What follows belongs to an exercise in optimizing a design on an open flow for small area, a short achievable clock period and few clock cycles per item; a production flow would make more cautious choices.
RTL that was checked went through simulation tests only; none was proved equivalent to the original.
Only the layout flow was run in run 1; the RTL was not checked for function there.

`flow/run.sh`:
```
#!/bin/bash
# synth_recipe.tcl (not shown) runs the flow's synth.tcl, then flattens the netlist and writes it again
# the make line also repeats each setting of config.mk as NAME=value (left out here)
make -C /OpenROAD-flow-scripts/flow DESIGN_CONFIG=/design/flow/config.mk WORK_HOME=/design/flow/orfs CLKGATE_MAP_FILE= SYNTH_SCRIPT=/design/flow/synth_recipe.tcl finish
```
`flow/config.mk`:
```
export PLATFORM = sky130hd
export DESIGN_NAME = sample_scope_position_stepper
export DESIGN_NICKNAME = sample_scope_position_stepper
export VERILOG_FILES = /design/flow/design.v
export SDC_FILE = /design/flow/constraint.sdc
export NUM_CORES = 4
export LEC_CHECK = 0
export CAP_MARGIN = 20
export CORE_MARGIN = 2
export CORE_UTILIZATION = 40
export SLEW_MARGIN = 20
```
`flow/constraint.sdc`:
```
create_clock -name core_clock -period 7.0 [get_ports {clk_i}]
set_input_delay 1.4000 -clock core_clock [delete_from_list [all_inputs] [get_ports {clk_i}]]
set_output_delay 1.4000 -clock core_clock [all_outputs]
set_load 0.01 [all_outputs]
```
`flow/design.v`:
```
`default_nettype none
package ssps_pkg;
  localparam int ADDR_BITS = 24;
  localparam int FRAC_BITS = 16;
  localparam int POS_W     = ADDR_BITS + 1;
  localparam int DELTA_W   = 32;
  localparam int Y_W       = 28;    
  localparam int SMP_W     = 16;
  localparam int VOL_W     = 9;
  localparam int VAL_W     = 8;
  localparam int ROW_W     = 12;
  localparam int BASE_W    = 10;
  localparam int CFG_W     = 32;
  localparam int IDX_W     = 3;
  localparam int IN_W      = 48;
  localparam int OUT_W     = 48;
  localparam int WD_W      = 26;    
  typedef enum logic [IDX_W-1:0] {
    CFG_LOOP_MODE    = 3'd0,
    CFG_WIDE_SAMPLES = 3'd1,
    CFG_VOLUME       = 3'd2,
    CFG_SAMPLE_END   = 3'd3,
    CFG_LOOP_BEGIN   = 3'd4,
    CFG_LOOP_SPAN    = 3'd5,
    CFG_STEP_DELTA   = 3'd6,
    CFG_BASELINE_ROW = 3'd7
  } cfg_idx_e;
  typedef enum logic [1:0] {
    PR_IDLE = 2'd0,
    PR_A    = 2'd1,
    PR_DIV  = 2'd2,
    PR_RS   = 2'd3
  } prep_e;
  typedef enum logic [2:0] {
    SL_IDLE = 3'd0,
    SL_P    = 3'd1,
    SL_B    = 3'd2,
    SL_E    = 3'd3,
    SL_DIV  = 3'd4,
    SL_AP   = 3'd5,
    SL_CV   = 3'd6
  } slow_e;
endpackage
`default_nettype wire
`default_nettype none
import ssps_pkg::*;
module sample_scope_position_stepper (
  input  wire logic                        clk_i,
  input  wire logic                        rst_ni,
  input  wire logic                        cfg_valid_i,
  output logic                             cfg_ready_o,
  input  wire logic [ssps_pkg::IDX_W-1:0]  cfg_index_i,
  input  wire logic [ssps_pkg::CFG_W-1:0]  cfg_data_i,
  input  wire logic                        s_axis_tvalid_i,
  output logic                             s_axis_tready_o,
  input  wire logic [ssps_pkg::IN_W-1:0]   s_axis_tdata_i,
  input  wire logic                        s_axis_tuser_i,
  output logic                             m_axis_tvalid_o,
  input  wire logic                        m_axis_tready_i,
  output logic [ssps_pkg::OUT_W-1:0]       m_axis_tdata_o
);
  logic [1:0]           mode_q;
  logic                 wide_q;
  logic [VOL_W-1:0]     vol_q;
  logic [POS_W-1:0]     end_q;
  logic [ADDR_BITS-1:0] beg_q;
  logic [POS_W-1:0]     span_q;
  logic [DELTA_W-1:0]   delta_q;
  logic [BASE_W-1:0]    base_row_q;
  logic wr_mode, wr_end, wr_beg, wr_span, wr_delta;
  assign cfg_ready_o = 1'b1;
  assign wr_mode  = cfg_valid_i && cfg_index_i == CFG_LOOP_MODE;
  assign wr_end   = cfg_valid_i && cfg_index_i == CFG_SAMPLE_END;
  assign wr_beg   = cfg_valid_i && cfg_index_i == CFG_LOOP_BEGIN;
  assign wr_span  = cfg_valid_i && cfg_index_i == CFG_LOOP_SPAN;
  assign wr_delta = cfg_valid_i && cfg_index_i == CFG_STEP_DELTA;
  logic signed [Y_W-1:0] e_s, b_s, s_s, d_s;
  logic [FRAC_BITS-1:0]  dfrac;
  logic                  sge2;
  assign e_s   = Y_W'(end_q);
  assign b_s   = Y_W'(beg_q);
  assign s_s   = Y_W'(span_q);
  assign d_s   = Y_W'(delta_q[DELTA_W-1:FRAC_BITS]);
  assign dfrac = delta_q[FRAC_BITS-1:0];
  assign sge2  = |span_q[POS_W-1:1];
  logic [POS_W-1:0]      r0_q;      
  logic signed [Y_W-1:0] rs_q;      
  logic                  exact_q;   
  logic                  nr_q, nex_q, ncv_q;    
  logic            a_v_q, a_user_q;
  logic [WD_W-1:0] a_dat_q;
  logic            in_acc;
  logic signed [Y_W-1:0] y_q, y_d;
  logic                  raw_q, raw_d;    
  logic                  back_q, back_d;
  logic                  act_q, act_d;
  logic [FRAC_BITS-1:0]  frac_q, frac_d;
  logic                  cy_q, cy_d;      
  logic                  b_v_q, b_v_d;
  logic [VAL_W-1:0]      vraw_q;
  logic                  vact_q;
  logic                  o_v_q;
  logic [POS_W-1:0]      pos_q;
  logic [VAL_W-1:0]      oval_q;
  logic [ROW_W-1:0]      orow_q;
  logic                  oback_q, oact_q;
  logic                  c_free, c_load;
  assign c_free = !o_v_q || m_axis_tready_i;
  assign c_load = b_v_q && c_free;
  ssps_pkg::prep_e pr_q;
  ssps_pkg::prep_e pr_d;
  ssps_pkg::slow_e sl_q;
  ssps_pkg::slow_e sl_d;
  logic signed [Y_W-1:0] ps_q, ps_d;
  logic                  fwdres_q, fwdres_d;
  logic [POS_W-1:0]      rem_q, rem_d;
  logic [4:0]            cnt_q, cnt_d;
  logic [POS_W-1:0]      r0_d;
  logic signed [Y_W-1:0] rs_d;
  logic                  exact_d, nr_d, nex_d, ncv_d;
  logic b_free, prep_busy, can_proc, proc_start, proc_col;
  assign prep_busy  = nr_q || nex_q || ncv_q;
  assign b_free     = !b_v_q || c_free;
  assign can_proc   = a_v_q && b_free && (sl_q == SL_IDLE) && (!a_user_q || !prep_busy);
  assign proc_start = can_proc && !a_user_q;
  assign proc_col   = can_proc && a_user_q;
  assign s_axis_tready_o = !a_v_q || can_proc;
  assign in_acc          = s_axis_tvalid_i && s_axis_tready_o;
  logic dir;
  assign dir = back_q && mode_q[1];
  logic signed [Y_W-1:0] x, ys, yr, yg, wsel;
  logic bnc, win, sat, fast, wrap_ok;
  assign x    = y_q + d_s + Y_W'(cy_q);
  assign ys   = y_q + s_s;
  assign yr   = y_q + $signed(Y_W'(r0_q)) + Y_W'(cy_q);
  assign yg   = y_q + rs_q + Y_W'(cy_q);
  assign bnc  = !x[Y_W-1];
  assign win  = !ys[Y_W-1] && y_q[Y_W-1];
  assign sat  = y_q[Y_W-2] && !y_q[Y_W-1];
  assign wsel = yr[Y_W-1] ? yr : yg;
  assign wrap_ok = win && exact_q;
  always_comb begin
    if (mode_q == 2'd0)  fast = 1'b1;
    else if (!dir)       fast = !bnc || (wrap_ok && sge2);
    else                 fast = wrap_ok && (sge2 || !bnc);
  end
  localparam logic [2:0] GS_Y = 3'd0, GS_POS = 3'd1, GS_PS = 3'd2, GS_REM = 3'd3,
                         GS_TRIAL = 3'd4, GS_D = 3'd5, GS_R0 = 3'd6, GS_E = 3'd7;
  localparam logic [1:0] GB_B = 2'd0, GB_E = 2'd1, GB_NE = 2'd2, GB_NS = 2'd3;
  logic [2:0]            ga_sel;
  logic [1:0]            ga_bsel;
  logic                  ga_inv, ga_ci;
  logic signed [Y_W-1:0] ga_a, ga_b, ga_s;
  logic [POS_W-1:0]      ga_cl;
  logic [POS_W:0]        trial;
  assign trial = {rem_q, ps_q[Y_W-1]};
  always_comb begin
    case (ga_sel)
      GS_Y:     ga_a = y_q;
      GS_POS:   ga_a = Y_W'(pos_q);
      GS_PS:    ga_a = ps_q;
      GS_REM:   ga_a = Y_W'(rem_q);
      GS_TRIAL: ga_a = Y_W'(trial);
      GS_D:     ga_a = d_s;
      GS_R0:    ga_a = Y_W'(r0_q);
      default:  ga_a = e_s;
    endcase
    case (ga_bsel)
      GB_B:    ga_b = b_s;
      GB_E:    ga_b = e_s;
      GB_NE:   ga_b = ~e_s;
      default: ga_b = ~s_s;
    endcase
  end
  assign ga_s = (ga_a ^ {Y_W{ga_inv}}) + ga_b + Y_W'(ga_ci);
  always_comb begin
    if (ga_s[Y_W-1])          ga_cl = '0;
    else if (|ga_s[Y_W-2:POS_W]) ga_cl = '1;
    else                      ga_cl = ga_s[POS_W-1:0];
  end
  logic signed [SMP_W+VOL_W:0] prod;
  logic [VAL_W-1:0]            scaled;
  assign prod   = $signed(a_dat_q[SMP_W-1:0]) * $signed({1'b0, vol_q});
  assign scaled = wide_q ? prod[23:16] : prod[15:8];
  logic [FRAC_BITS:0] fsum;
  logic               ga_c_op;
  logic               fits;
  logic [POS_W-1:0]   rem_step;
  logic               skip;
  assign ga_c_op  = b_v_q && !raw_q;    
  assign fits     = !ga_s[Y_W-1];
  assign rem_step = fits ? ga_s[POS_W-1:0] : trial[POS_W-1:0];
  assign skip     = (rem_q == '0) && (ps_q[Y_W-1 -: 4] == 4'd0) && (cnt_q >= 5'd4);
  always_comb begin
    y_d      = y_q;
    raw_d    = raw_q;
    back_d   = back_q;
    act_d    = act_q;
    frac_d   = frac_q;
    b_v_d    = b_v_q && !c_free;
    pr_d     = pr_q;
    sl_d     = sl_q;
    ps_d     = ps_q;
    fwdres_d = fwdres_q;
    rem_d    = rem_q;
    cnt_d    = cnt_q;
    r0_d     = r0_q;
    rs_d     = rs_q;
    exact_d  = exact_q;
    nr_d     = nr_q;
    nex_d    = nex_q;
    ncv_d    = ncv_q;
    ga_sel  = GS_Y;
    ga_inv  = dir;
    ga_bsel = dir ? GB_B : GB_E;
    ga_ci   = 1'b0;
    if (ga_c_op) begin
    end else if (sl_q != SL_IDLE) begin
      case (sl_q)
        SL_P: begin
          ps_d = ga_s;
          sl_d = dir ? SL_B : SL_E;
        end
        SL_B: begin
          ga_sel  = GS_PS;
          ga_inv  = 1'b1;
          ga_bsel = GB_B;
          if (!ga_s[Y_W-1]) begin
            back_d   = 1'b0;
            fwdres_d = 1'b1;
            ps_d     = {ga_s[Y_W-3:0], 2'b00};
            rem_d    = '0;
            cnt_d    = 5'd26;
            sl_d     = sge2 ? SL_DIV : SL_AP;
          end else begin
            sl_d = SL_E;
          end
        end
        SL_E: begin
          ga_sel  = GS_PS;
          ga_inv  = 1'b0;
          ga_bsel = GB_NE;
          ga_ci   = 1'b1;
          if (!ga_s[Y_W-1]) begin
            if (mode_q[1]) back_d = 1'b1;
            fwdres_d = !mode_q[1];
            ps_d     = {ga_s[Y_W-3:0], 2'b00};
            rem_d    = '0;
            cnt_d    = 5'd26;
            sl_d     = sge2 ? SL_DIV : SL_AP;
          end else begin
            sl_d = SL_CV;
          end
        end
        SL_DIV: begin
          ga_sel  = GS_TRIAL;
          ga_inv  = 1'b0;
          ga_bsel = GB_NS;
          ga_ci   = 1'b1;
          if (skip) begin
            ps_d  = ps_q <<< 4;
            cnt_d = cnt_q - 5'd4;
          end else begin
            rem_d = rem_step;
            ps_d  = ps_q <<< 1;
            cnt_d = cnt_q - 5'd1;
            if (cnt_q == 5'd1) sl_d = SL_AP;
          end
        end
        SL_AP: begin
          ga_sel  = GS_REM;
          ga_inv  = !fwdres_q;
          ga_bsel = fwdres_q ? GB_B : GB_E;
          ps_d    = Y_W'(ga_cl);
          sl_d    = SL_CV;
        end
        default: begin
          ga_sel  = GS_PS;
          ga_inv  = dir;
          ga_bsel = dir ? GB_B : GB_NE;
          ga_ci   = !dir;
          y_d     = ga_s;
          b_v_d   = 1'b1;
          sl_d    = SL_IDLE;
        end
      endcase
    end else if (nr_q) begin
      case (pr_q)
        PR_DIV: begin
          ga_sel  = GS_TRIAL;
          ga_inv  = 1'b0;
          ga_bsel = GB_NS;
          ga_ci   = 1'b1;
          if (skip) begin
            ps_d  = ps_q <<< 4;
            cnt_d = cnt_q - 5'd4;
          end else begin
            rem_d = rem_step;
            ps_d  = ps_q <<< 1;
            cnt_d = cnt_q - 5'd1;
            if (cnt_q == 5'd1) begin
              r0_d = rem_step;
              pr_d = PR_RS;
            end
          end
        end
        PR_RS: begin
          ga_sel  = GS_R0;
          ga_inv  = 1'b0;
          ga_bsel = GB_NS;
          ga_ci   = 1'b1;
          rs_d    = ga_s;
          nr_d    = 1'b0;
          pr_d    = PR_IDLE;
        end
        default: begin
          ga_sel  = GS_D;
          ga_inv  = 1'b0;
          ga_bsel = GB_NS;
          ga_ci   = 1'b1;
          rem_d   = '0;
          ps_d    = {delta_q[DELTA_W-1:FRAC_BITS], 12'd0};
          cnt_d   = 5'd16;
          if (sge2 && !ga_s[Y_W-1]) begin
            pr_d = PR_DIV;
          end else begin
            r0_d = POS_W'(delta_q[DELTA_W-1:FRAC_BITS]);
            pr_d = PR_RS;
          end
        end
      endcase
    end else if (nex_q) begin
      ga_sel  = GS_E;
      ga_inv  = 1'b0;
      ga_bsel = GB_NS;
      ga_ci   = 1'b1;
      exact_d = (ga_s == b_s);
      nex_d   = 1'b0;
    end else if (ncv_q) begin
      ga_sel  = raw_q ? GS_Y : GS_POS;
      ga_inv  = dir;
      ga_bsel = dir ? GB_B : GB_NE;
      ga_ci   = !dir;
      y_d     = ga_s;
      raw_d   = 1'b0;
      ncv_d   = 1'b0;
    end
    if (proc_start) begin
      y_d    = Y_W'(a_dat_q[ADDR_BITS-1:0]);
      raw_d  = 1'b1;
      ncv_d  = 1'b1;
      back_d = a_dat_q[ADDR_BITS];
      act_d  = a_dat_q[ADDR_BITS+1];
      frac_d = '0;
      b_v_d  = 1'b1;
    end else if (proc_col) begin
      frac_d = frac_q + dfrac;
      if (fast) begin
        b_v_d = 1'b1;
        if (mode_q == 2'd0) begin
          y_d = sat ? y_q : x;
          if (bnc) act_d = 1'b0;
        end else begin
          y_d = bnc ? wsel : x;
          if (bnc && mode_q[1]) back_d = !back_q;
        end
      end else begin
        y_d  = x;
        sl_d = SL_P;
      end
    end
    if (wr_span || wr_delta) begin
      nr_d = 1'b1;
      pr_d = PR_A;
    end
    if (wr_span || wr_beg || wr_end) nex_d = 1'b1;
    if (wr_mode || wr_beg || wr_end) ncv_d = 1'b1;
    fsum = {1'b0, frac_d} + {1'b0, dfrac};
    cy_d = fsum[FRAC_BITS];
  end
  always_ff @(posedge clk_i or negedge rst_ni) begin
    if (!rst_ni) begin
      mode_q     <= '0;
      wide_q     <= 1'b0;
      vol_q      <= '0;
      end_q      <= '0;
      beg_q      <= '0;
      span_q     <= '0;
      delta_q    <= '0;
      base_row_q <= '0;
      a_v_q      <= 1'b0;
      y_q        <= '0;
      raw_q      <= 1'b0;
      back_q     <= 1'b0;
      act_q      <= 1'b0;
      frac_q     <= '0;
      cy_q       <= 1'b0;
      b_v_q      <= 1'b0;
      o_v_q      <= 1'b0;
      pos_q      <= '0;
      pr_q       <= PR_A;
      sl_q       <= SL_IDLE;
      nr_q       <= 1'b1;
      nex_q      <= 1'b1;
      ncv_q      <= 1'b0;
    end else begin
      if (cfg_valid_i) begin
        case (cfg_index_i)
          CFG_LOOP_MODE:    mode_q     <= cfg_data_i[1:0];
          CFG_WIDE_SAMPLES: wide_q     <= cfg_data_i[0];
          CFG_VOLUME:       vol_q      <= cfg_data_i[VOL_W-1:0];
          CFG_SAMPLE_END:   end_q      <= cfg_data_i[POS_W-1:0];
          CFG_LOOP_BEGIN:   beg_q      <= cfg_data_i[ADDR_BITS-1:0];
          CFG_LOOP_SPAN:    span_q     <= cfg_data_i[POS_W-1:0];
          CFG_STEP_DELTA:   delta_q    <= cfg_data_i[DELTA_W-1:0];
          CFG_BASELINE_ROW: base_row_q <= cfg_data_i[BASE_W-1:0];
          default: ;
        endcase
      end
      if (in_acc)        a_v_q <= 1'b1;
      else if (can_proc) a_v_q <= 1'b0;
      y_q    <= y_d;
      raw_q  <= raw_d;
      back_q <= back_d;
      act_q  <= act_d;
      frac_q <= frac_d;
      cy_q   <= cy_d;
      b_v_q  <= b_v_d;
      pr_q   <= pr_d;
      sl_q   <= sl_d;
      nr_q   <= nr_d;
      nex_q  <= nex_d;
      ncv_q  <= ncv_d;
      if (c_load) begin
        o_v_q <= 1'b1;
        pos_q <= raw_q ? y_q[POS_W-1:0] : ga_cl;
      end else if (m_axis_tready_i) begin
        o_v_q <= 1'b0;
      end
    end
  end
  always_ff @(posedge clk_i) begin
    if (in_acc) begin
      a_user_q <= s_axis_tuser_i;
      a_dat_q  <= s_axis_tuser_i ? WD_W'(s_axis_tdata_i[ADDR_BITS+2 +: SMP_W])
                                 : s_axis_tdata_i[WD_W-1:0];
    end
    if (can_proc) begin
      vraw_q <= scaled;
      vact_q <= a_user_q && act_q;
    end
    if (c_load) begin
      oval_q  <= vact_q ? vraw_q : '0;
      orow_q  <= ROW_W'(base_row_q) - ROW_W'($signed(vact_q ? vraw_q : '0));
      oback_q <= back_q;
      oact_q  <= act_q;
    end
    ps_q     <= ps_d;
    fwdres_q <= fwdres_d;
    rem_q    <= rem_d;
    cnt_q    <= cnt_d;
    r0_q     <= r0_d;
    rs_q     <= rs_d;
    exact_q  <= exact_d;
  end
  assign m_axis_tvalid_o = o_v_q;
  assign m_axis_tdata_o  = {2'b00, oback_q, oact_q,
                            pos_q[ADDR_BITS] ? {ADDR_BITS{1'b1}} : pos_q[ADDR_BITS-1:0],
                            orow_q, oval_q};
endmodule
`default_nettype wire
```
==> results of run 1 <==
## sequential cells by signal, summed over array words and instances, names as in the netlist, 2 cells and up
signal      flops
pos_q          25
r0_q           25
span_q         25
mode_q          2
orow_q         12
delta_q        32
beg_q          24
rs_q           28
sl_q            3
frac_q         16
a_dat_q        26
base_row_q     10
pr_q            2
y_q            28
vol_q           9
rem_q          25
ps_q           28
vraw_q          8
cnt_q           5
oval_q          8
end_q          25
## cell type report
class                   instances  area [um^2]
clock inverters                17          240
clock buffers                  69         1380
flip-flops and latches        383        10400
multi-input cells            2736        20500
repair buffers                277         2500
well taps                    1060         1330
fillers                      7815        43100
diodes                          1         2.50
inverters                     196          736
## cells by family (layout without fill, tap and decap cells)
group / Yosys count / count (layout) / share of synthesized area
and+or+nand+nor: 1025 / 1025 / 0.153
AOI/OAI and AO/OA: 983 / 983 / 0.197
buffers and inverters: 390 / 559 / 0.0468
DFF: 383 / 383 / 0.323
adders and majority gates: 335 / 335 / 0.158
muxes: 215 / 215 / 0.0721
xor gates and xnor gates: 175 / 175 / 0.0493
other: 2 / 4 / 0.000232
## stage by stage
stage	cell area [um^2]	setup TNS, ns	instances
5_1_grt	37200	0	4738
2_1_floorplan	32400	-0.625	3509
3_5_place_dp	35500	0	4652
3_3_place_gp	35500	0	4651
6_report	37200	0	4739
4_1_cts	37200	0	4738
## synth_stat cells (21+ instances only)
cell type / number / area (um^2)
nand3_1: 73 / 365
xor2_1: 57 / 499
o21a_1: 26 / 195
ha_1: 211 / 2640
and3_1: 21 / 131
and2_1: 116 / 726
nand4_1: 31 / 194
nor4_1: 22 / 138
a31oi_1: 26 / 163
edfxtp_1: 171 / 5130
inv_1: 192 / 721
a221oi_1: 30 / 263
o21ai_0: 209 / 1050
o211ai_1: 59 / 443
a221o_1: 21 / 210
a21o_1: 57 / 428
clkbuf_1: 151 / 567
mux2i_1: 69 / 691
or2_2: 31 / 194
nor2_1: 257 / 965
or3_1: 28 / 175
a211oi_1: 37 / 278
o221a_2: 22 / 248
mux2_2: 146 / 1640
buf_2: 22 / 110
dfrtp_1: 209 / 5230
nor3_1: 69 / 345
a21oi_1: 317 / 1590
nand2_1: 276 / 1040
fa_1: 124 / 2480
nor2b_1: 40 / 250
xnor2_1: 114 / 998
nand2b_1: 29 / 181
## layer usage
layer | track usage | share of wire | vias up
li1 | - | - | 13000
met1 | 0.411 | 0.43 | 14100
met2 | 0.432 | 0.42 | 1313
met3 | 0.0539 | 0.084 | 316
met4 | 0.153 | 0.060 | 18
met5 | 0 | 0.00081 | -
## how the worst max path moves through the flow
stage | start | cells past startpoint | end
floorplan | nr_q$_DFFE_PN1P_ | 23 | cnt_q[0]$_DFFE_PP_
global placement | sl_q[2]$_DFF_PN0_ | 22 | exact_q$_DFFE_PP_
detailed placement | nr_q$_DFFE_PN1P_ | 25 | rem_q[22]$_DFFE_PP_
CTS | sl_q[2]$_DFF_PN0_ | 26 | rem_q[22]$_DFFE_PP_
global route | nr_q$_DFFE_PN1P_ | 22 | exact_q$_DFFE_PP_
finish | nr_q$_DFFE_PN1P_ | 22 | exact_q$_DFFE_PP_
==> impl_metrics.env, run 1 <==
export IMPL_syn_area_per_cell_um2=9.23
export IMPL_post_drt_wl_per_cell_um=25.9
export IMPL_drv_slew=0
export IMPL_synthCells=3508
export IMPL_viasPerCell=6.07
export IMPL_ys_ff_latch=383
export IMPL_async_flop_share=0.554
export IMPL_post_cts_resized=0
export IMPL_drc_errors=0
export IMPL_via_count=28800
export IMPL_min_to="frac_q[15]$_DFF_PN0_"
export IMPL_ys_flop_type="dfrtp_1"
export IMPL_dp_slack_ns=0.434
export IMPL_syn_to_final_growth_pct=14.9
export IMPL_portBuffers=130
export IMPL_post_cts_buffers=0
export IMPL_wirelength_um=123000
export IMPL_setup_slack_ns=0.384
export IMPL_grt_pass1_vias=27200
export IMPL_die_width_um=288
export IMPL_final_hold_viol_count=0
export IMPL_critPathSlowestCell="dfstp_2"
export IMPL_max_cap_violations=0
export IMPL_grt_overflow_total=0
export IMPL_fin_crit_ns=6.62
export IMPL_worst_path_buf_inv=1
export IMPL_cts_htree_levels=2
export IMPL_final_cell_mix="317 x a21oi_1, 276 x nand2_1, 253 x nor2_1"
export IMPL_timing_rr_start="nr_q$_DFFE_PN1P_"
export IMPL_critPathMaxStageDelay_ns=0.65
export IMPL_synth_edff_count=171
export IMPL_grt_usage=0.294
export IMPL_maxSlewHeadroom=0.101
export IMPL_clock_fmax_ghz=0.151
export IMPL_dr_first_iter_drc_count=3178
export IMPL_drive_gt1_frac=0.126
export IMPL_syn_area_um2=32400
export IMPL_hold_slack_ns=0.518
export IMPL_cts_root_buf="clkbuf_16"
export IMPL_grt_pass1_wl_um=182000
export IMPL_path_class="reg -> reg"
export IMPL_min_path_cells=1
export IMPL_rsz0062_at_grt="false"
export IMPL_antenna_found_initial=15
export IMPL_tightest_slew_ns=1.34
export IMPL_finalClockSkew_ns=0.0286
export IMPL_clockBufferDepth=3
export IMPL_start_util=0.403
export IMPL_holdBufCountCts=0
export IMPL_cts_tree="yes"
export IMPL_cts_made_buffers=47
export IMPL_cp_end_kind="flip-flop"
export IMPL_setup_worst_path_start_class="flip-flop"
export IMPL_cp_arrival_ns=7.09
export IMPL_clkTransAtPathRegs_ns=0.06
export IMPL_yosys_warnings=1
export IMPL_fin_util=0.463
export IMPL_finalSetupViolations=0
export IMPL_hpwl_um=93500
export IMPL_cp_max_fo=11
export IMPL_dieArea_um2=83200
export IMPL_core_area_um2=80300
export IMPL_clock_sinks=383
export IMPL_rrSetupSlack_ns=0.38
export IMPL_fin_nets=4065
export IMPL_ys_types=93
export IMPL_hp_start="frac_q[15]$_DFF_PN0_"
export IMPL_timing_rr_end="exact_q$_DFFE_PP_"
export IMPL_dieHeight_um=288
export IMPL_worst_r2r_cell_count=22
export IMPL_globalplace_congestion=1.03
export IMPL_num_rows=104
export IMPL_status="timing/DRC/antenna clean"
export IMPL_clock_latency_ns=0.62
export IMPL_ys_seq_area_frac=0.323
export IMPL_firstDrtPassIters=9
export IMPL_cpLargestDelayFamily="simple AND/OR/NAND/NOR gates"
export IMPL_drtAntennaViolNets=0
export IMPL_grt_max_degree=77
export IMPL_required_ns=7.48
export IMPL_hp_class="reg -> reg"
export IMPL_finalCritPeriodShare=0.945
export IMPL_layout_commonest_cell="a21oi_1"
export IMPL_crit_chain="nor2_1 > o22a_1 > o221a_2 > nor2_1 > and2_1 > a21oi_1 > o21ai_0 > o21ai_0 > xnor2_1 > fa_1 > fa_1 > a21o_1 > a21oi_1 > xnor3_1 > a2111oi_1 > nand4_1 > or4_1 > nor4_1 > nand4_1 > nor4_1 > buf_4 > and4_1"
export IMPL_ioPinCount=140
==> run 2, diff against run 1 <==
--- a/flow/design.v
+++ b/flow/design.v
@@ -131,8 +131,12 @@
   logic signed [Y_W-1:0] x, ys, yr, yg, wsel;
   logic bnc, win, sat, fast, wrap_ok;
-  assign x    = y_q + d_s + Y_W'(cy_q);
+  logic [Y_W:0] x_w, yr_w, yg_w;
+  assign x_w  = {y_q, 1'b1} + {d_s, cy_q};
+  assign yr_w = {y_q, 1'b1} + {Y_W'(r0_q), cy_q};
+  assign yg_w = {y_q, 1'b1} + {rs_q, cy_q};
+  assign x    = x_w[Y_W:1];
   assign ys   = y_q + s_s;
-  assign yr   = y_q + $signed(Y_W'(r0_q)) + Y_W'(cy_q);
-  assign yg   = y_q + rs_q + Y_W'(cy_q);
+  assign yr   = yr_w[Y_W:1];
+  assign yg   = yg_w[Y_W:1];
   assign bnc  = !x[Y_W-1];
   assign win  = !ys[Y_W-1] && y_q[Y_W-1];
@@ -145,48 +149,80 @@
     else                 fast = wrap_ok && (sge2 || !bnc);
   end
-  localparam logic [2:0] GS_Y = 3'd0, GS_POS = 3'd1, GS_PS = 3'd2, GS_REM = 3'd3,
-                         GS_TRIAL = 3'd4, GS_D = 3'd5, GS_R0 = 3'd6, GS_E = 3'd7;
-  localparam logic [1:0] GB_B = 2'd0, GB_E = 2'd1, GB_NE = 2'd2, GB_NS = 2'd3;
-  logic [2:0]            ga_sel;
-  logic [1:0]            ga_bsel;
-  logic                  ga_inv, ga_ci;
+  localparam int NSRC = 8;
+  localparam int S_Y = 0, S_POS = 1, S_PS = 2, S_REM = 3, S_TRIAL = 4, S_D = 5, S_R0 = 6, S_E = 7;
+  localparam int G_CONV = NSRC, G_SUBS = NSRC + 1, G_DDIR = NSRC + 2, G_DONE = NSRC + 3,
+                 G_AP = NSRC + 4, G_W = NSRC + 5;
+  logic [G_W-1:0] gop_q, gop_d, gop;
   logic signed [Y_W-1:0] ga_a, ga_b, ga_s;
+  logic [Y_W:0]          ga_w;
+  logic                  ga_d, ga_ci;
   logic [POS_W-1:0]      ga_cl;
   logic [POS_W:0]        trial;
-  assign trial = {rem_q, ps_q[Y_W-1]};
+  logic                  ga_c_op;
+  assign trial   = {rem_q, ps_q[Y_W-1]};
+  assign ga_c_op = b_v_q && !raw_q;    
   always_comb begin
-    case (ga_sel)
-      GS_Y:     ga_a = y_q;
-      GS_POS:   ga_a = Y_W'(pos_q);
-      GS_PS:    ga_a = ps_q;
-      GS_REM:   ga_a = Y_W'(rem_q);
-      GS_TRIAL: ga_a = Y_W'(trial);
-      GS_D:     ga_a = d_s;
-      GS_R0:    ga_a = Y_W'(r0_q);
-      default:  ga_a = e_s;
-    endcase
-    case (ga_bsel)
-      GB_B:    ga_b = b_s;
-      GB_E:    ga_b = e_s;
-      GB_NE:   ga_b = ~e_s;
-      default: ga_b = ~s_s;
-    endcase
+    gop = gop_q;
+    if (ga_c_op) begin
+      gop = '0;
+      gop[S_Y] = 1'b1;
+      gop[G_DDIR]    = 1'b1;
+    end
+  end
+  always_comb begin
+    ga_a = '0;
+    if (gop[S_Y])     ga_a = ga_a | y_q;
+    if (gop[S_POS])   ga_a = ga_a | Y_W'(pos_q);
+    if (gop[S_PS])    ga_a = ga_a | ps_q;
+    if (gop[S_REM])   ga_a = ga_a | Y_W'(rem_q);
+    if (gop[S_TRIAL]) ga_a = ga_a | Y_W'(trial);
+    if (gop[S_D])     ga_a = ga_a | d_s;
+    if (gop[S_R0])    ga_a = ga_a | Y_W'(r0_q);
+    if (gop[S_E])     ga_a = ga_a | e_s;
+    ga_d  = (gop[G_DDIR] && dir) || gop[G_DONE] || (gop[G_AP] && !fwdres_q);
+    if (gop[G_SUBS])      ga_b = ~s_s;
+    else if (gop[G_AP])   ga_b = fwdres_q ? b_s : e_s;
+    else if (ga_d)        ga_b = b_s;
+    else if (gop[G_CONV]) ga_b = ~e_s;
+    else                  ga_b = e_s;
+    ga_ci = gop[G_SUBS] || (gop[G_CONV] && !ga_d);
   end
-  assign ga_s = (ga_a ^ {Y_W{ga_inv}}) + ga_b + Y_W'(ga_ci);
+  assign ga_w = {ga_a ^ {Y_W{ga_d && !gop[G_SUBS]}}, 1'b1} + {ga_b, ga_ci};
+  assign ga_s = ga_w[Y_W:1];
   always_comb begin
-    if (ga_s[Y_W-1])          ga_cl = '0;
+    if (ga_s[Y_W-1])             ga_cl = '0;
     else if (|ga_s[Y_W-2:POS_W]) ga_cl = '1;
-    else                      ga_cl = ga_s[POS_W-1:0];
+    else                         ga_cl = ga_s[POS_W-1:0];
   end
-  logic signed [SMP_W+VOL_W:0] prod;
-  logic [VAL_W-1:0]            scaled;
-  assign prod   = $signed(a_dat_q[SMP_W-1:0]) * $signed({1'b0, vol_q});
+  localparam int PW = 24;
+  logic [SMP_W-1:0] smp;
+  logic [PW-1:0]    pp [VOL_W];
+  logic [PW-1:0]    prod;
+  logic [VAL_W-1:0] scaled;
+  assign smp = a_dat_q[SMP_W-1:0];
+  assign pp[0] = PW'({~(vol_q[0] & smp[SMP_W-1]), vol_q[0] & smp[SMP_W-1],
+                      {(SMP_W-1){vol_q[0]}} & smp[SMP_W-2:0]});
+  for (genvar i = 1; i < VOL_W; i++) begin : g_pp
+    assign pp[i] = PW'({~(vol_q[i] & smp[SMP_W-1]), {(SMP_W-1){vol_q[i]}} & smp[SMP_W-2:0]}) << i;
+  end
+  function automatic logic [2*PW-1:0] csa(input logic [PW-1:0] a, input logic [PW-1:0] b,
+                                          input logic [PW-1:0] c);
+    csa = {((a & b) | (a & c) | (b & c)) << 1, a ^ b ^ c};
+  endfunction
+  logic [2*PW-1:0] t1, t2, t3, t4, t5, t6, t7;
+  assign t1 = csa(pp[0], pp[1], pp[2]);
+  assign t2 = csa(pp[3], pp[4], pp[5]);
+  assign t3 = csa(pp[6], pp[7], pp[8]);
+  assign t4 = csa(t1[PW-1:0], t1[2*PW-1:PW], t2[PW-1:0]);
+  assign t5 = csa(t2[2*PW-1:PW], t3[PW-1:0], t3[2*PW-1:PW]);
+  assign t6 = csa(t4[PW-1:0], t4[2*PW-1:PW], t5[PW-1:0]);
+  assign t7 = csa(t6[PW-1:0], t6[2*PW-1:PW], t5[2*PW-1:PW]);
+  assign prod   = t7[PW-1:0] + t7[2*PW-1:PW];
   assign scaled = wide_q ? prod[23:16] : prod[15:8];
   logic [FRAC_BITS:0] fsum;
-  logic               ga_c_op;
   logic               fits;
   logic [POS_W-1:0]   rem_step;
   logic               skip;
-  assign ga_c_op  = b_v_q && !raw_q;    
+  ssps_pkg::slow_e    sl_n;    
   assign fits     = !ga_s[Y_W-1];
   assign rem_step = fits ? ga_s[POS_W-1:0] : trial[POS_W-1:0];
@@ -200,5 +236,5 @@
     b_v_d    = b_v_q && !c_free;
     pr_d     = pr_q;
-    sl_d     = sl_q;
+    sl_n     = sl_q;
     ps_d     = ps_q;
     fwdres_d = fwdres_q;
@@ -211,8 +247,4 @@
     nex_d    = nex_q;
     ncv_d    = ncv_q;
-    ga_sel  = GS_Y;
-    ga_inv  = dir;
-    ga_bsel = dir ? GB_B : GB_E;
-    ga_ci   = 1'b0;
     if (ga_c_op) begin
     end else if (sl_q != SL_IDLE) begin
@@ -220,10 +252,7 @@
         SL_P: begin
           ps_d = ga_s;
-          sl_d = dir ? SL_B : SL_E;
+          sl_n = dir ? SL_B : SL_E;
         end
         SL_B: begin
-          ga_sel  = GS_PS;
-          ga_inv  = 1'b1;
-          ga_bsel = GB_B;
           if (!ga_s[Y_W-1]) begin
             back_d   = 1'b0;
@@ -232,14 +261,10 @@
             rem_d    = '0;
             cnt_d    = 5'd26;
-            sl_d     = sge2 ? SL_DIV : SL_AP;
+            sl_n     = sge2 ? SL_DIV : SL_AP;
           end else begin
-            sl_d = SL_E;
+            sl_n = SL_E;
           end
         end
         SL_E: begin
-          ga_sel  = GS_PS;
-          ga_inv  = 1'b0;
-          ga_bsel = GB_NE;
-          ga_ci   = 1'b1;
           if (!ga_s[Y_W-1]) begin
             if (mode_q[1]) back_d = 1'b1;
@@ -248,14 +273,10 @@
             rem_d    = '0;
             cnt_d    = 5'd26;
-            sl_d     = sge2 ? SL_DIV : SL_AP;
+            sl_n     = sge2 ? SL_DIV : SL_AP;
           end else begin
-            sl_d = SL_CV;
+            sl_n = SL_CV;
           end
         end
         SL_DIV: begin
-          ga_sel  = GS_TRIAL;
-          ga_inv  = 1'b0;
-          ga_bsel = GB_NS;
-          ga_ci   = 1'b1;
           if (skip) begin
             ps_d  = ps_q <<< 4;
@@ -265,22 +286,15 @@
             ps_d  = ps_q <<< 1;
             cnt_d = cnt_q - 5'd1;
-            if (cnt_q == 5'd1) sl_d = SL_AP;
+            if (cnt_q == 5'd1) sl_n = SL_AP;
           end
         end
         SL_AP: begin
-          ga_sel  = GS_REM;
-          ga_inv  = !fwdres_q;
-          ga_bsel = fwdres_q ? GB_B : GB_E;
-          ps_d    = Y_W'(ga_cl);
-          sl_d    = SL_CV;
+          ps_d = Y_W'(ga_cl);
+          sl_n = SL_CV;
         end
         default: begin
-          ga_sel  = GS_PS;
-          ga_inv  = dir;
-          ga_bsel = dir ? GB_B : GB_NE;
-          ga_ci   = !dir;
-          y_d     = ga_s;
-          b_v_d   = 1'b1;
-          sl_d    = SL_IDLE;
+          y_d   = ga_s;
+          b_v_d = 1'b1;
+          sl_n  = SL_IDLE;
         end
       endcase
@@ -288,8 +302,4 @@
       case (pr_q)
         PR_DIV: begin
-          ga_sel  = GS_TRIAL;
-          ga_inv  = 1'b0;
-          ga_bsel = GB_NS;
-          ga_ci   = 1'b1;
           if (skip) begin
             ps_d  = ps_q <<< 4;
@@ -306,20 +316,12 @@
         end
         PR_RS: begin
-          ga_sel  = GS_R0;
-          ga_inv  = 1'b0;
-          ga_bsel = GB_NS;
-          ga_ci   = 1'b1;
-          rs_d    = ga_s;
-          nr_d    = 1'b0;
-          pr_d    = PR_IDLE;
+          rs_d = ga_s;
+          nr_d = 1'b0;
+          pr_d = PR_IDLE;
         end
         default: begin
-          ga_sel  = GS_D;
-          ga_inv  = 1'b0;
-          ga_bsel = GB_NS;
-          ga_ci   = 1'b1;
-          rem_d   = '0;
-          ps_d    = {delta_q[DELTA_W-1:FRAC_BITS], 12'd0};
-          cnt_d   = 5'd16;
+          rem_d = '0;
+          ps_d  = {delta_q[DELTA_W-1:FRAC_BITS], 12'd0};
+          cnt_d = 5'd16;
           if (sge2 && !ga_s[Y_W-1]) begin
             pr_d = PR_DIV;
@@ -331,19 +333,12 @@
       endcase
     end else if (nex_q) begin
-      ga_sel  = GS_E;
-      ga_inv  = 1'b0;
-      ga_bsel = GB_NS;
-      ga_ci   = 1'b1;
       exact_d = (ga_s == b_s);
       nex_d   = 1'b0;
     end else if (ncv_q) begin
-      ga_sel  = raw_q ? GS_Y : GS_POS;
-      ga_inv  = dir;
-      ga_bsel = dir ? GB_B : GB_NE;
-      ga_ci   = !dir;
-      y_d     = ga_s;
-      raw_d   = 1'b0;
-      ncv_d   = 1'b0;
+      y_d   = ga_s;
+      raw_d = 1'b0;
+      ncv_d = 1'b0;
     end
+    sl_d = sl_n;
     if (proc_start) begin
       y_d    = Y_W'(a_dat_q[ADDR_BITS-1:0]);
@@ -378,4 +373,33 @@
     fsum = {1'b0, frac_d} + {1'b0, dfrac};
     cy_d = fsum[FRAC_BITS];
+    gop_d = '0;
+    case (sl_n)
+      SL_B:   begin gop_d[S_PS] = 1'b1;    gop_d[G_CONV] = 1'b1; gop_d[G_DONE] = 1'b1; end
+      SL_E:   begin gop_d[S_PS] = 1'b1;    gop_d[G_CONV] = 1'b1; end
+      SL_DIV: begin gop_d[S_TRIAL] = 1'b1; gop_d[G_SUBS] = 1'b1; end
+      SL_AP:  begin gop_d[S_REM] = 1'b1;   gop_d[G_AP] = 1'b1; end
+      SL_CV:  begin gop_d[S_PS] = 1'b1;    gop_d[G_CONV] = 1'b1; gop_d[G_DDIR] = 1'b1; end
+      default: begin
+        if (nr_d) begin
+          gop_d[G_SUBS] = 1'b1;
+          case (pr_d)
+            PR_DIV:  gop_d[S_TRIAL] = 1'b1;
+            PR_RS:   gop_d[S_R0] = 1'b1;
+            default: gop_d[S_D] = 1'b1;
+          endcase
+        end else if (nex_d) begin
+          gop_d[G_SUBS] = 1'b1;
+          gop_d[S_E] = 1'b1;
+        end else if (ncv_d) begin
+          gop_d[G_CONV]  = 1'b1;
+          gop_d[G_DDIR] = 1'b1;
+          if (raw_d) gop_d[S_Y] = 1'b1;
+          else       gop_d[S_POS] = 1'b1;
+        end else begin
+          gop_d[S_Y] = 1'b1;
+          gop_d[G_DDIR]    = 1'b1;
+        end
+      end
+    endcase
   end
   always_ff @(posedge clk_i or negedge rst_ni) begin
@@ -404,4 +428,5 @@
       nex_q      <= 1'b1;
       ncv_q      <= 1'b0;
+      gop_q      <= G_W'((1 << S_D) | (1 << G_SUBS));
     end else begin
       if (cfg_valid_i) begin
@@ -432,4 +457,5 @@
       nex_q  <= nex_d;
       ncv_q  <= ncv_d;
+      gop_q  <= gop_d;
       if (c_load) begin
         o_v_q <= 1'b1;
--- a/flow/config.mk
+++ b/flow/config.mk
@@ -9,3 +9,4 @@
 export CORE_MARGIN = 2
 export CORE_UTILIZATION = 40
+export SETUP_SLACK_MARGIN = 3
 export SLEW_MARGIN = 20
==> run 2 against run 1 <==
Effect of this change:
- still clean
- sequential share of layout area decreased by 3.1 points
- synthesized cell count decreased by 3.3%
- critical path depth is 2 lower
- first-iteration DRC count rose by 26%
- critical path type unchanged
==> impl_metrics.env, run 2 <==
export IMPL_status="timing/DRC/antenna clean"
export IMPL_clockBufferDepth=3
export IMPL_async_flop_share=0.567
export IMPL_cp_arrival_ns=5.84
export IMPL_final_hold_viol_count=0
export IMPL_drv_slew=0
export IMPL_dieHeight_um=286
export IMPL_timing_rr_end="exact_q$_DFFE_PP_"
export IMPL_fin_nets=4241
export IMPL_grt_overflow_total=0
export IMPL_portBuffers=130
export IMPL_min_to="oact_q$_DFFE_PP_"
export IMPL_clock_sinks=395
export IMPL_drtAntennaViolNets=0
export IMPL_grt_pass1_vias=29200
export IMPL_antenna_found_initial=9
export IMPL_finalSetupViolations=0
export IMPL_yosys_top_cells_area="dfrtp_1 17%, edfxtp_1 16%, ha_1 7.7%, fa_1 6.7%, mux2_2 5.2%"
export IMPL_core_area_um2=78900
export IMPL_rrSetupSlack_ns=1.58
export IMPL_finalClockSkew_ns=0.0380
export IMPL_final_cell_mix="268 x buf_4, 225 x nor2_1, 206 x nand2_1, 206 x dfrtp_1, 196 x a21oi_1"
export IMPL_maxSlewHeadroom=0.257
export IMPL_synth_edff_count=171
export IMPL_fin_setup_tns_ns=0
export IMPL_holdBufCountCts=0
export IMPL_globalplace_congestion=1.06
export IMPL_syn_area_um2=31800
export IMPL_viasPerCell=6.35
export IMPL_cts_htree_levels=2
export IMPL_grt_busiest_layer="met2"
export IMPL_use_met3=0.0983
export IMPL_clock_fmax_ghz=0.185
export IMPL_layout_commonest_cell="buf_4"
export IMPL_rsz0062_at_grt="true"
export IMPL_path_class="reg -> reg"
export IMPL_clock_latency_ns=0.64
export IMPL_firstDrtPassIters=7
export IMPL_drive_gt1_frac=0.306
export IMPL_setup_worst_path_start_class="flip-flop"
export IMPL_hp_class="reg -> reg"
export IMPL_yosysMostFrequentCell="a21oi_1"
export IMPL_cp_end_kind="flip-flop"
export IMPL_ioPinCount=140
export IMPL_grt_usage=0.337
export IMPL_num_rows=103
export IMPL_synthCells=3391
export IMPL_hpwl_um=98500
export IMPL_clkTransAtPathRegs_ns=0.07
export IMPL_hp_start="act_q$_DFFE_PN0P_"
export IMPL_die_width_um=286
export IMPL_start_util=0.403
export IMPL_wirelength_um=145000
export IMPL_yosysTopAreaCellShare=0.172
export IMPL_use_met1=0.437
export IMPL_largest_reg_flops=32
export IMPL_cts_made_buffers=49
export IMPL_ys_types=105
export IMPL_dpl_cell_area_um2=35000
export IMPL_grt_pass1_wl_um=202000
export IMPL_fin_crit_ns=5.42
export IMPL_fin_area_um2=43200
export IMPL_tightest_slew_ns=1.11
export IMPL_syn_area_per_cell_um2=9.38
export IMPL_dieArea_um2=81800
export IMPL_yosys_warnings=2
export IMPL_post_drt_wl_per_cell_um=29.3
export IMPL_cp_max_fo=5
export IMPL_finalCritPeriodShare=0.774
export IMPL_via_count=31400
export IMPL_timing_rr_start="b_v_q$_DFF_PN0_"
export IMPL_top_register="delta_q"
export IMPL_drc_errors=0
export IMPL_ys_flop_type="dfrtp_1"
export IMPL_cts_tree="yes"
export IMPL_ys_top_cells_by_count="271 x a21oi_1, 264 x nor2_1, 223 x nand2_1, 219 x dfrtp_1, 196 x ha_1"
export IMPL_ys_ff_latch=395
export IMPL_yosys_area_top_type="dfrtp_1"
export IMPL_worst_r2r_cell_count=20
export IMPL_max_cap_violations=0
export IMPL_use_met2=0.484
export IMPL_syn_to_final_growth_pct=35.7
export IMPL_ys_seq_area_frac=0.338
export IMPL_required_ns=7.42
export IMPL_cts_root_buf="clkbuf_16"
export IMPL_dr_first_iter_drc_count=3997
export IMPL_grt_max_degree=85
export IMPL_min_path_cells=0
run 2: critical path, stage by stage (launching register included):
cell,delay [ns]
dfrtp_2,0.45
buf_12,0.15
nand2b_4,0.11
buf_6,0.15
nand2b_4,0.16
buf_4,0.18
a222oi_1,0.42
nand3_1,0.25
xor2_1,0.22
ha_1,0.42
and3_4,0.25
a211o_1,0.29
nor3_2,0.24
o211ai_1,0.19
nand2_1,0.14
xor2_1,0.18
buf_4,0.17
xnor2_2,0.16
nor4b_4,0.35
nand4_1,0.31
nor4b_2,0.39
run 2: how the worst max path moves through the flow:
stage | from | to | slack, ns
2_1_floorplan | raw_q$_DFF_PN0_ | cnt_q[0]$_DFFE_PP_ | 1.65
3_3_place_gp | b_v_q$_DFF_PN0_ | exact_q$_DFFE_PP_ | 0.87
3_5_place_dp | b_v_q$_DFF_PN0_ | exact_q$_DFFE_PP_ | 0.95
4_1_cts | a_dat_q[7]$_DFFE_PP_ | vraw_q[7]$_DFFE_PP_ | 1.92
5_1_grt | raw_q$_DFF_PN0_ | pos_q[24]$_DFFE_PN0P_ | 1.58
6_report | b_v_q$_DFF_PN0_ | exact_q$_DFFE_PP_ | 1.58
run 2: what timing repair did:
action | in CTS | in global routing
pin swaps | 118 | 173
gates cloned | 13 | 7
endpoints found under the setup margin | 270 | 266
gates resized for setup | 370 | 405
buffers inserted | 218 | 118
run 2: cells by family after synthesis:
group / Yosys count / share of synthesized area
AND/OR/NAND/NOR: 982 / 0.155
buffers and inverters: 364 / 0.0449
multiplexers: 203 / 0.0697
XOR/XNOR: 177 / 0.0492
AO/OA/AOI/OAI: 966 / 0.199
adder cells (fa/ha/maj): 302 / 0.144
flip-flops: 395 / 0.338
other: 2 / 0.000236
run 2: stage by stage:
| stage | hold WS [ns] | std cells | setup slack, ns | util |
|---|---|---|---|---|
| final | 0.466 | 4947 | 1.58 | 0.547 |
| after global routing | 0.490 | 4943 | 1.58 | 0.547 |
| after CTS | 0.465 | 4816 | 1.92 | 0.511 |
| after detailed placement | 0.448 | 4493 | 0.947 | 0.444 |
| after global placement | 0.448 | 4493 | 0.867 | 0.444 |
| after floorplan | 0.419 | 3392 | 1.65 | - |
run 2: area by class of cell:
cell class,instances,area [um^2]
timing repair buffer,588,6200
tap,1050,1310
inverter,178,706
multi-input combinational,2638,22600
fill,6907,35700
clock inverter,16,114
clock buffer,76,1440
antenna,6,15.0
sequential,395,10800
run 2: routing by layer:
metal / up-vias / part of all wire
met5: - / 0.00040
li1: 13300 / -
met4: 8 / 0.091
met2: 2192 / 0.41
met3: 672 / 0.12
met1: 15200 / 0.38
Testbench counts of run 2, summed over its fixed seeds: cycles 4,945, items 3,802.
==> run 3, diff against run 2 <==
--- a/flow/config.mk
+++ b/flow/config.mk
@@ -9,4 +9,4 @@
 export CORE_MARGIN = 2
 export CORE_UTILIZATION = 40
-export SETUP_SLACK_MARGIN = 3
+export SETUP_SLACK_MARGIN = 2
 export SLEW_MARGIN = 20
==> run 3 against run 2 <==
Effect of this change:
- final cell count fell by 4.4%
- worst setup slack improved by 0.25 ns
- via count fell by 6.4%
- worst hold slack improved by 0.040 ns
- core utilization fell by 5.7 points
- global-route usage fell by 2.4 points
- sequential cell count did not move
- largest cell class unchanged
==> impl_metrics.env, run 3 <==
export IMPL_status="timing/DRC/antenna clean"
export IMPL_cp_max_fo=11
export IMPL_dieHeight_um=286
export IMPL_globalplace_congestion=1.04
export IMPL_cp_end_kind="flip-flop"
export IMPL_critPathSlowestCell="dfrtp_2"
export IMPL_cts_root_buf="clkbuf_16"
export IMPL_wirelength_um=133000
export IMPL_syn_area_um2=31800
export IMPL_via_count=29400
export IMPL_fin_crit_ns=5.17
export IMPL_drv_slew=0
export IMPL_ys_types=105
export IMPL_max_cap_violations=0
export IMPL_fin_setup_tns_ns=0
export IMPL_synth_mux_area_frac=0.0697
export IMPL_grt_pass1_vias=27400
export IMPL_final_hold_viol_count=0
export IMPL_syn_to_final_growth_pct=21.5
export IMPL_cp_arrival_ns=5.51
export IMPL_hpwl_um=97700
export IMPL_synth_top_family_by_area="compound AO/OA/AOI/OAI gates"
export IMPL_top_register="delta_q"
export IMPL_grt_busiest_layer="met2"
export IMPL_ys_ff_latch=395
export IMPL_layout_commonest_cell="nor2_1"
export IMPL_critPathMaxStageDelay_ns=0.50
export IMPL_cts_made_buffers=49
export IMPL_yosys_area_top_type="dfrtp_1"
export IMPL_synth_xor_area_share=0.0492
export IMPL_synthCells=3391
export IMPL_use_met2=0.467
export IMPL_core_area_um2=78900
export IMPL_syn_area_per_cell_um2=9.38
export IMPL_finalSetupViolations=0
export IMPL_viasPerCell=6.22
export IMPL_dr_first_iter_drc_count=3901
export IMPL_path_class="reg -> reg"
export IMPL_cts_htree_levels=2
export IMPL_worst_path_buf_inv=7
export IMPL_antenna_found_initial=8
export IMPL_ys_seq_area_frac=0.338
export IMPL_drive_gt1_frac=0.197
export IMPL_synth_compound_area_share=0.199
export IMPL_dieArea_um2=81800
export IMPL_grt_usage=0.313
export IMPL_use_met3=0.0599
export IMPL_largest_reg_flops=32
export IMPL_synth_adder_area_share=0.144
export IMPL_rsz0062_at_grt="true"
export IMPL_finalCritPeriodShare=0.739
export IMPL_nFillCells=7434
export IMPL_yosysTopAreaCellShare=0.172
export IMPL_finalClockSkew_ns=0.0377
export IMPL_clock_latency_ns=0.63
export IMPL_yosysMostFrequentCell="a21oi_1"
export IMPL_clkTransAtPathRegs_ns=0.06
export IMPL_post_drt_wl_per_cell_um=28.1
export IMPL_grt_pass1_wl_um=189000
export IMPL_grt_overflow_total=0
export IMPL_use_met1=0.414
export IMPL_async_flop_share=0.567
export IMPL_ioPinCount=140
export IMPL_setup_worst_path_start_class="flip-flop"
export IMPL_cpLargestDelayFamily="simple AND/OR/NAND/NOR gates"
export IMPL_grt_max_degree=130
export IMPL_clock_fmax_ghz=0.193
export IMPL_start_util=0.403
export IMPL_die_width_um=286
export IMPL_ys_flop_type="dfrtp_1"
export IMPL_num_rows=103
export IMPL_yosys_warnings=2
export IMPL_cts_tree="yes"
export IMPL_drc_errors=0
export IMPL_firstDrtPassIters=9
export IMPL_fin_nets=4028
export IMPL_yosys_area_share_simple=0.155
export IMPL_ys_top_cells_by_count="271 x a21oi_1, 264 x nor2_1, 223 x nand2_1, 219 x dfrtp_1, 196 x ha_1"
export IMPL_portBuffers=130
export IMPL_holdBufCountCts=0
export IMPL_clockBufferDepth=3
export IMPL_crit_chain="nand2b_4 > a21oi_4 > buf_4 > nor4_4 > buf_4 > buf_12 > a21oi_1 > o211ai_1 > o21ai_0 > ha_2 > or4_1 > o211ai_1 > a21oi_1 > a31o_2 > nor3_4 > xor2_4 > buf_6 > buf_12 > nand2_4 > a211oi_4 > buf_6 > and2_4 > clkbuf_16"
export IMPL_tightest_slew_ns=1.16
export IMPL_synth_edff_count=171
export IMPL_final_cell_mix="252 x nor2_1, 250 x a21oi_1, 218 x nand2_1"
export IMPL_yosys_top_cells_area="dfrtp_1 17%, edfxtp_1 16%, ha_1 7.7%, fa_1 6.7%, mux2_2 5.2%"
export IMPL_required_ns=7.34
export IMPL_maxSlewHeadroom=0.220
export IMPL_drtAntennaViolNets=0
export IMPL_hp_class="reg -> reg"
export IMPL_clock_sinks=395
-- run 3: cell counts after synthesis --
Identical to the previous run, type by type.
-- run 3: timing repair --
action,in CTS,in global routing
endpoints found under the setup margin,246,179
pin swaps,34,52
setup buffers,83,60
cloned,4,10
endpoints found under the hold margin,0,0
gates resized for setup,105,150
-- run 3: final cells by class --
| cell class | instances | area (um^2) | share of cell area |
|---|---|---|---|
| diodes | 2 | 5.00 | 0.000130 |
| repair buffers | 372 | 3510 | 0.0908 |
| well taps | 1050 | 1310 | 0.0340 |
| clock buffers | 77 | 1480 | 0.0382 |
| flip-flops and latches | 395 | 10800 | 0.279 |
| multi-input cells | 2641 | 20700 | 0.537 |
| inverters | 178 | 676 | 0.0175 |
| clock inverters | 14 | 145 | 0.00376 |
-- run 3: path summary, 6_finish.rpt --
path	end	slack [ns]	cells past startpoint	start
hold reg to reg	act_q$_DFFE_PN0P_	0.51	2	a_dat_q[25]$_SDFFCE_PP0P_
setup / recovery	rem_q[5]$_DFFE_PP_	1.83	23	b_v_q$_DFF_PN0_
setup reg to reg	rem_q[5]$_DFFE_PP_	1.83	23	b_v_q$_DFF_PN0_
min in group asynchronous	pos_q[18]$_DFFE_PN0P_	0.76	1	rst_ni
max in group asynchronous	vol_q[6]$_DFFE_PN0P_	4.87	2	rst_ni
hold / removal	act_q$_DFFE_PN0P_	0.51	2	a_dat_q[25]$_SDFFCE_PP0P_
-- run 3: metal layers --
metal | part of all wire | wire, um | vias to the layer above
li1 | - | - | 12900
met1 | 0.40 | 53000 | 14400
met2 | 0.42 | 56200 | 1691
met3 | 0.096 | 12700 | 473
met4 | 0.081 | 10700 | 10
met5 | 0.00050 | 67 | -
-- run 3: kinds of logic after synthesis --
kind of cell	after synthesis
xor+xnor	177
mux	203
fa+ha+maj	302
compound gates	966
simple gates	982
flops	395
other cells	2
buf+inv	364
-- run 3: tightest hold or removal path: stages (launching register included) --
cell and delay, ns:
edfxtp_1 0.35, nand2_1 0.05, o21ai_0 0.06
-- run 3: through the flow --
| stage | cell area, um^2 | setup slack [ns] | util | hold slack [ns] | instances |
|---|---|---|---|---|---|
| 3_3_place_gp | 34600 | 0.841 | 0.439 | 0.481 | 4479 |
| 4_1_cts | 37400 | 1.92 | 0.474 | 0.512 | 4657 |
| 2_1_floorplan | 32100 | 1.65 | - | 0.419 | 3392 |
| 3_5_place_dp | 34600 | 0.830 | 0.439 | 0.495 | 4479 |
| 6_report | 38600 | 1.83 | 0.490 | 0.506 | 4729 |
| 5_1_grt | 38600 | 1.69 | 0.490 | 0.527 | 4727 |
==> run 4, diff against run 3 <==
--- a/flow/design.v
+++ b/flow/design.v
@@ -98,5 +98,6 @@
   logic                  cy_q, cy_d;      
   logic                  b_v_q, b_v_d;
-  logic [VAL_W-1:0]      vraw_q;
+  logic [15:0]           psum_q, pcar_q;    
+  logic                  pc8_q;             
   logic                  vact_q;
   logic                  o_v_q;
@@ -162,12 +163,5 @@
   assign trial   = {rem_q, ps_q[Y_W-1]};
   assign ga_c_op = b_v_q && !raw_q;    
-  always_comb begin
-    gop = gop_q;
-    if (ga_c_op) begin
-      gop = '0;
-      gop[S_Y] = 1'b1;
-      gop[G_DDIR]    = 1'b1;
-    end
-  end
+  assign gop = gop_q;
   always_comb begin
     ga_a = '0;
@@ -198,6 +192,4 @@
   logic [SMP_W-1:0] smp;
   logic [PW-1:0]    pp [VOL_W];
-  logic [PW-1:0]    prod;
-  logic [VAL_W-1:0] scaled;
   assign smp = a_dat_q[SMP_W-1:0];
   assign pp[0] = PW'({~(vol_q[0] & smp[SMP_W-1]), vol_q[0] & smp[SMP_W-1],
@@ -218,6 +210,10 @@
   assign t6 = csa(t4[PW-1:0], t4[2*PW-1:PW], t5[PW-1:0]);
   assign t7 = csa(t6[PW-1:0], t6[2*PW-1:PW], t5[2*PW-1:PW]);
-  assign prod   = t7[PW-1:0] + t7[2*PW-1:PW];
-  assign scaled = wide_q ? prod[23:16] : prod[15:8];
+  logic [8:0] plo;
+  assign plo = {1'b0, t7[7:0]} + {1'b0, t7[PW+7:PW]};
+  logic [16:0]      phi;
+  logic [VAL_W-1:0] vraw;
+  assign phi  = {psum_q, 1'b1} + {pcar_q, pc8_q};
+  assign vraw = wide_q ? phi[16:9] : phi[8:1];
   logic [FRAC_BITS:0] fsum;
   logic               fits;
@@ -374,5 +370,8 @@
     cy_d = fsum[FRAC_BITS];
     gop_d = '0;
-    case (sl_n)
+    if (proc_col || (!raw_d && ((b_v_q && !c_free) || (sl_q == SL_CV && !ga_c_op)))) begin
+      gop_d[S_Y]    = 1'b1;
+      gop_d[G_DDIR] = 1'b1;
+    end else case (sl_n)
       SL_B:   begin gop_d[S_PS] = 1'b1;    gop_d[G_CONV] = 1'b1; gop_d[G_DONE] = 1'b1; end
       SL_E:   begin gop_d[S_PS] = 1'b1;    gop_d[G_CONV] = 1'b1; end
@@ -473,10 +472,12 @@
     end
     if (can_proc) begin
-      vraw_q <= scaled;
+      psum_q <= t7[PW-1:8];
+      pcar_q <= t7[2*PW-1:PW+8];
+      pc8_q  <= plo[8];
       vact_q <= a_user_q && act_q;
     end
     if (c_load) begin
-      oval_q  <= vact_q ? vraw_q : '0;
-      orow_q  <= ROW_W'(base_row_q) - ROW_W'($signed(vact_q ? vraw_q : '0));
+      oval_q  <= vact_q ? vraw : '0;
+      orow_q  <= ROW_W'(base_row_q) - ROW_W'($signed(vact_q ? vraw : '0));
       oback_q <= back_q;
       oact_q  <= act_q;
==> run 4 against run 3 <==
Effect of this change:
- still clean on timing, DRC and antenna
- synthesized area grew 2.8%
- critical path depth shrank 7
- clock-buffer cell count down 9
- die area rose by 2.7%
- largest cell class unchanged
==> impl_metrics.env, run 4 <==
export IMPL_layout_commonest_cell="nor2_1"
export IMPL_grt_pass1_vias=27200
export IMPL_min_path_cells=0
export IMPL_antenna_found_initial=7
export IMPL_cp_max_fo=17
export IMPL_hp_start="act_q$_DFFE_PN0P_"
export IMPL_async_flop_share=0.533
export IMPL_yosysMostFrequentCell="nor2_1"
export IMPL_syn_area_per_cell_um2=9.55
export IMPL_hpwl_um=86700
export IMPL_yosys_area_top_type="edfxtp_1"
export IMPL_timing_rr_end="pos_q[7]$_DFFE_PN0P_"
export IMPL_ioPinCount=140
export IMPL_fin_setup_tns_ns=0
export IMPL_grt_overflow_total=0
export IMPL_synthCells=3423
export IMPL_drtAntennaViolNets=0
export IMPL_dieArea_um2=84000
export IMPL_crit_chain="buf_4 > a22oi_1 > nand4_1 > xor2_1 > ha_1 > nor2b_1 > o31a_1 > o31ai_4 > a2111oi_2 > o21ba_2 > o41ai_4 > xnor2_4 > or2_4 > nor3b_4 > buf_6 > a221oi_1"
export IMPL_cts_htree_levels=2
export IMPL_wirelength_um=119000
export IMPL_critPathSlowestCell="dfrtp_2"
export IMPL_firstDrtPassIters=6
export IMPL_dr_first_iter_drc_count=3113
export IMPL_fin_crit_ns=4.90
export IMPL_syn_area_um2=32700
export IMPL_drive_gt1_frac=0.143
export IMPL_status="timing/DRC/antenna clean"
export IMPL_clock_fmax_ghz=0.204
export IMPL_grt_pass1_wl_um=177000
export IMPL_portBuffers=130
export IMPL_post_drt_wl_per_cell_um=25.6
export IMPL_final_hold_viol_count=0
export IMPL_top_register="delta_q"
export IMPL_final_cell_mix="275 x nor2_1, 260 x a21oi_1, 212 x nand2_1, 212 x dfrtp_1, 196 x edfxtp_1"
export IMPL_cp_end_kind="flip-flop"
export IMPL_largest_reg_flops=32
export IMPL_yosysTopAreaCellShare=0.180
export IMPL_startpoint="gop_q[6]$_DFF_PN0_"
export IMPL_min_to="oact_q$_DFFE_PP_"
export IMPL_cp_arrival_ns=5.35
export IMPL_finalSetupViolations=0
export IMPL_clockBufferDepth=3
export IMPL_grt_max_degree=91
export IMPL_ys_seq_area_frac=0.352
export IMPL_ys_ff_latch=420
export IMPL_globalplace_congestion=1.02
export IMPL_critPathMaxStageDelay_ns=0.61
export IMPL_clkTransAtPathRegs_ns=0.06
export IMPL_required_ns=7.44
export IMPL_rsz0062_at_grt="true"
export IMPL_core_area_um2=80700
export IMPL_cpLargestDelayFamily="compound AO/OA/AOI/OAI gates"
export IMPL_path_class="reg -> reg"
export IMPL_num_rows=104
export IMPL_clock_sinks=420
export IMPL_finalClockSkew_ns=0.0256
export IMPL_ys_types=99
export IMPL_yosys_top_cells_area="edfxtp_1 18%, dfrtp_1 17%, ha_1 7.5%, fa_1 6.6%, mux2_2 5.8%"
export IMPL_viasPerCell=6.08
export IMPL_cts_made_buffers=52
export IMPL_maxSlewHeadroom=0.245
export IMPL_die_width_um=290
export IMPL_fin_nets=3944
export IMPL_start_util=0.405
export IMPL_grt_usage=0.277
export IMPL_drc_errors=0
export IMPL_worst_path_buf_inv=2
export IMPL_max_cap_violations=0
export IMPL_via_count=28300
export IMPL_ys_flop_type="dfrtp_1"
export IMPL_drv_slew=0
export IMPL_hp_class="reg -> reg"
export IMPL_ys_top_cells_by_count="279 x nor2_1, 266 x a21oi_1, 219 x dfrtp_1, 212 x nand2_1"
export IMPL_worst_r2r_cell_count=16
export IMPL_rrSetupSlack_ns=2.10
export IMPL_setup_worst_path_start_class="flip-flop"
export IMPL_cts_root_buf="clkbuf_16"
export IMPL_tightest_slew_ns=1.13
export IMPL_timing_rr_start="gop_q[6]$_DFF_PN0_"
export IMPL_fin_util=0.469
export IMPL_finalCritPeriodShare=0.700
export IMPL_synth_edff_count=196
export IMPL_cts_tree="yes"
export IMPL_clock_latency_ns=0.63
export IMPL_syn_to_final_growth_pct=15.8
export IMPL_yosys_warnings=2
export IMPL_dieHeight_um=290
[run 4: area by class of cell]
type                            instances  area [um^2]
Antenna cell                            1         2.50
Clock buffer                           68         1480
Clock inverter                         30          280
Fill cell                            7654        42800
Inverter                              193          724
Multi-Input combinational cell       2634        20200
Sequential cell                       420        11500
Tap cell                             1060         1330
Timing Repair Buffer                  251         2360
[run 4: cell families after synthesis]
kind of cell,count (synthesis),synth area share
and+or+nand+nor,980,0.148
AOI/OAI and AO/OA,940,0.190
DFF,420,0.352
buffers and inverters,372,0.0446
adders and majority gates,303,0.141
muxes,212,0.0714
xor gates and xnor gates,194,0.0527
other,2,0.000230
[run 4: what timing repair did]
item / CTS / global route
gates resized for setup: 23 / 61
hold buffers: 0 / 0
setup buffers: 18 / 20
endpoints found under the setup margin: 218 / 154
pin swaps: 9 / 18
gates cloned: 2 / 1
[run 4: worst max-delay path by stage]
stage | depth (start not counted) | slack (ns) | to
after floorplan | 18 | 1.99 | cnt_q[0]$_DFFE_PP_
after global placement | 16 | 1.29 | pos_q[3]$_DFFE_PN0P_
after detailed placement | 16 | 1.23 | pos_q[6]$_DFFE_PN0P_
after CTS | 19 | 2.02 | exact_q$_DFFE_PP_
after global routing | 18 | 1.94 | ps_q[20]$_DFFE_PP_
final | 16 | 2.10 | pos_q[7]$_DFFE_PN0P_
[run 4: metrics by stage]
stage | setup slack (ns) | cell area (um^2) | hold WS, ns | cells
6_report | 2.10 | 37900 | 0.450 | 4657
5_1_grt | 1.94 | 37900 | 0.461 | 4656
4_1_cts | 2.02 | 37400 | 0.451 | 4635
3_5_place_dp | 1.23 | 35400 | 0.436 | 4517
3_3_place_gp | 1.29 | 35400 | 0.432 | 4517
2_1_floorplan | 1.99 | 32900 | 0.425 | 3424
[run 4: metal layers]
metal  up-vias  wire (um)  track usage
met1     13800      50100        0.380
met2      1436      51500        0.421
met5         -          0            0
met3       334      10500       0.0485
met4         0       6830        0.140
li1      12700          -            -
Testbench counts of run 4, summed over its fixed seeds: cycles 4,945, items 3,802.

[what the ideal ports hide]
How much do the figures lean on ideal ports? The routed layouts below were timed once more, with nothing changed but the port constraints.
Step 1 assumes that a clkbuf_16 drives the clock port and a buf_2 every other input.
Step 2 times the ports against the registers' clock, not the clock port: input delays grow and output delays shrink by t, the midpoint of the rising clock arrivals with the driver on.
Three values: ideal, step 1, step 2; two values: the first two.
run | t (ns) | slack for setup (ns) | latest minus earliest clock arrival (ns) | worst register clock-pin slew, ns | worst data-port slew with drivers (ns)
run 1 | 0.665 | 0.384 / 0.384 / 0.384 | 0.028 / 0.029 | 0.07 / 0.07 | 0.06
run 2 | 0.690 | 1.584 / 1.584 / 1.584 | 0.038 / 0.038 | 0.07 / 0.07 | 0.09
run 3 | 0.674 | 1.829 / 1.829 / 1.749 | 0.038 / 0.039 | 0.07 / 0.07 | 0.09
run 4 | 0.679 | 2.099 / 2.099 / 1.964 | 0.026 / 0.026 | 0.07 / 0.07 | 0.06
After both steps setup and hold are still met in every run listed. The setup slack of run 4, which loses most, moves by 0.000 ns with the drivers and by -0.135 ns with both steps.
